This is an optimization exercise on Yosys and OpenROAD, whose aim is small area, a short achievable clock period and few clock cycles per item, not a production implementation.
In this exercise RTL edits were held to simulation tests only and were not proved equivalent to the original.
No activity file was given, so power comes from the tool's default toggle rates.

==> flow/design.v (excerpt) <==
module button_gesture_matcher (
    input  logic                            i_clk,
    input  logic                            i_rst_n,
    input  logic                            i_in_valid,
    output logic                            o_in_stall,
    input  logic [35:0]                     i_in_item,
    output logic                            o_out_valid,
    input  logic                            i_out_stall,
    output logic [11:0]                     o_out_item,
    input  logic                            i_cfg_we,
    input  logic [bgm_pkg::CFG_IDX_W-1:0]   i_cfg_index,
    input  logic [bgm_pkg::CFG_W-1:0]       i_cfg_data
);
For scale: ~2300 cells after synthesis, roughly 330 flip-flops, roughly 0.019 mm^2 of cells after synthesis.
export LEC_CHECK = 0
export ABC_AREA = 1
export CAP_MARGIN = 20
export CORE_MARGIN = 2
export CORE_UTILIZATION = 55
export CTS_BUF_LIST = sky130_fd_sc_hd__clkbuf_8
export CTS_CLUSTER_DIAMETER = 60
export CTS_CLUSTER_SIZE = 15
export SETUP_SLACK_MARGIN = 3.3
export SLEW_MARGIN = 20
create_clock -name core_clock -period 5.7 [get_ports {i_clk}]
standard.sh (not shown) runs the stock make flow with config.mk's settings and CLKGATE_MAP_FILE= SYNTH_SCRIPT=/design/flow/synth_recipe.tcl, a recipe that flattens the netlist after the stock synthesis.
==> flow/flow/run.sh <==
#!/bin/bash
# Layout flow: the standard flow's own layout (standard.sh) with two changes:
#  - no full/half adder cells in synthesis (ADDER_MAP_FILE empty), so abc
#    maps the carry logic as plain gates;
#  - port buffers are buf_1 cells instead of the default delay buffers.
# Everything else (synthesis script, floorplan, power grid, placement, CTS,
# routing) is the standard flow. make's full output goes to flow_make.log.
set -euo pipefail
bash standard.sh ADDER_MAP_FILE= "BUFFER_PORTS_ARGS=-buffer_cell sky130_fd_sc_hd__buf_1" finish > flow_make.log 2>&1
The starting point finished clean.
Testbench counts at the start, summed over its fixed seeds: cycles 24,016, items 24,000.
Rerun with:
--- a/flow/config.mk
+++ b/flow/config.mk
@@ -10,3 +10,3 @@
 export CORE_MARGIN = 2
-export CORE_UTILIZATION = 55
+export CORE_UTILIZATION = 60
 export CTS_BUF_LIST = sky130_fd_sc_hd__clkbuf_8
After rerunning:
- The new run completed with no timing, DRC or antenna violations
- total power drops by 4.1%
- maximum frequency stays flat
- wire length drops by 2.7%
- synthesized cell count does not change
- critical path depth drops by 3
- cell area drops by 2.3%
Rerun with:
==> flow/flow/run.sh (replaced) <==
#!/bin/bash
# Layout flow: the standard flow's own layout (standard.sh) with two changes:
#  - no full/half adder cells in synthesis (ADDER_MAP_FILE empty), so abc
#    maps the carry logic as plain gates;
#  - port buffers are buf_2 cells instead of the default delay buffers.
# Everything else (synthesis script, floorplan, power grid, placement, CTS,
# routing) is the standard flow. make's full output goes to flow_make.log.
set -euo pipefail
bash standard.sh ADDER_MAP_FILE= "BUFFER_PORTS_ARGS=-buffer_cell sky130_fd_sc_hd__buf_2" finish > flow_make.log 2>&1
Effect: Sequential power is about the same; setup slack gains 0.026 ns; final area rises by about 0.56%; clock power stays flat; synthesized area is unchanged; core utilization rises by 0.39 points; global-route usage hardly moves; routed wire length is about the same; total power is about the same; count of clock-buffer cells in the layout rises by 1.
Rerun with:
--- a/flow/config.mk
+++ b/flow/config.mk
@@ -10,3 +10,3 @@
 export CORE_MARGIN = 2
-export CORE_UTILIZATION = 60
+export CORE_UTILIZATION = 65
 export CTS_BUF_LIST = sky130_fd_sc_hd__clkbuf_8
@@ -14,2 +14,3 @@
 export CTS_CLUSTER_SIZE = 15
+export PLACE_DENSITY = 0.7
 export SETUP_SLACK_MARGIN = 3.3
Outcome: Die area falls by 7.5%; setup slack got worse by 0.038 ns; sequential power barely changes; synthesized area stays the same; critical path depth rises by 1.

Another version of the RTL of button_gesture_matcher (not shown whole).
Size in the first run: ~2,400 cells after synthesis, ~19,000 sq um of cells after synthesis.
export LEC_CHECK = 0
export ABC_AREA = 1
export CAP_MARGIN = 20
export CORE_MARGIN = 2
export CORE_UTILIZATION = 70
export CTS_BUF_LIST = sky130_fd_sc_hd__clkbuf_8
export CTS_CLUSTER_DIAMETER = 60
export CTS_CLUSTER_SIZE = 15
export PLACE_DENSITY = 0.8
export SETUP_SLACK_MARGIN = 3.3
export SLEW_MARGIN = 20
create_clock -name core_clock -period 5.7 [get_ports {i_clk}]
==> flow/flow/run.sh <==
#!/bin/bash
# Layout flow: the standard flow's own layout (standard.sh) with two changes:
#  - no full/half adder cells in synthesis (ADDER_MAP_FILE empty), so abc
#    maps the carry logic as plain gates;
#  - port buffers are buf_2 cells instead of the default delay buffers.
# Everything else (synthesis script, floorplan, power grid, placement, CTS,
# routing) is the standard flow. make's full output goes to flow_make.log.
set -euo pipefail
bash standard.sh ADDER_MAP_FILE= "BUFFER_PORTS_ARGS=-buffer_cell sky130_fd_sc_hd__buf_2" finish > flow_make.log 2>&1
The starting point completed with no timing, DRC or antenna violations.
Testbench counts at the start, summed over its fixed seeds: cycles 24,016, items 24,000.
Change:
--- a/flow/config.mk
+++ b/flow/config.mk
@@ -10,3 +10,3 @@
 export CORE_MARGIN = 2
-export CORE_UTILIZATION = 70
+export CORE_UTILIZATION = 60
 export CTS_BUF_LIST = sky130_fd_sc_hd__clkbuf_8
@@ -14,3 +14,2 @@
 export CTS_CLUSTER_SIZE = 15
-export PLACE_DENSITY = 0.8
 export SETUP_SLACK_MARGIN = 3.3
The changed run finished with timing, DRC and antenna clean.
Count of clock-buffer cells in the layout stays the same.
Setup slack gets better by 0.30 ns.
Maximum frequency is higher by roughly a tenth.
Change:
--- a/flow/config.mk
+++ b/flow/config.mk
@@ -10,3 +10,3 @@
 export CORE_MARGIN = 2
-export CORE_UTILIZATION = 60
+export CORE_UTILIZATION = 65
 export CTS_BUF_LIST = sky130_fd_sc_hd__clkbuf_8
@@ -14,2 +14,3 @@
 export CTS_CLUSTER_SIZE = 15
+export PLACE_DENSITY = 0.7
 export SETUP_SLACK_MARGIN = 3.3
After rerunning: The changed run produced a clean layout; core utilization rose by 6.9 points; area after synthesis is unchanged; design area rises by a few percent; global-route usage grows by 3.0 points; power is higher by a few percent; routed wire length climbs slightly; worst setup slack loses 0.025 ns.

[static timing again, ports no longer ideal]
Ports are ideal in the flow. The routed layouts listed here were re-timed in OpenROAD. Step 1, drivers: a clkbuf_16 drives i_clk and a buf_2 each remaining input, both assumed. Step 2 times the ports against the registers' clock, not the clock port: input delays grow and output delays shrink by t, the midpoint of the rising clock arrivals with the driver on. Slacks: ideal ports / drivers / drivers and shift; pairs: ideal ports / drivers.
run	t (ns)	setup WS [ns]	worst hold slack (ns)	clock arrival spread, ns	worst data-port slew with drivers (ns)
the first run of note 1	0.645	3.225 / 3.223 / 2.577	0.465 / 0.465 / 0.465	0.038 / 0.039	0.09
the second run of note 1	0.693	3.223 / 3.220 / 2.527	0.472 / 0.472 / 0.472	0.026 / 0.026	0.09
the third run of note 1	0.676	3.249 / 3.246 / 2.570	0.474 / 0.474 / 0.474	0.026 / 0.026	0.10
the fourth run of note 1	0.681	3.211 / 3.182 / 2.500	0.485 / 0.485 / 0.485	0.024 / 0.023	0.09
the first run of note 2	0.691	2.915 / 2.915 / 2.523	0.477 / 0.477 / 0.477	0.049 / 0.050	0.10
the second run of note 2	0.674	3.212 / 3.163 / 2.489	0.473 / 0.473 / 0.473	0.035 / 0.035	0.13
the third run of note 2	0.606	3.187 / 3.148 / 2.542	0.466 / 0.466 / 0.466	0.042 / 0.042	0.14
After both steps setup and hold are still met in every run listed. For the second run of note 2, which loses most, drivers alone change the setup slack by -0.049 ns; drivers and shift together by -0.723 ns.
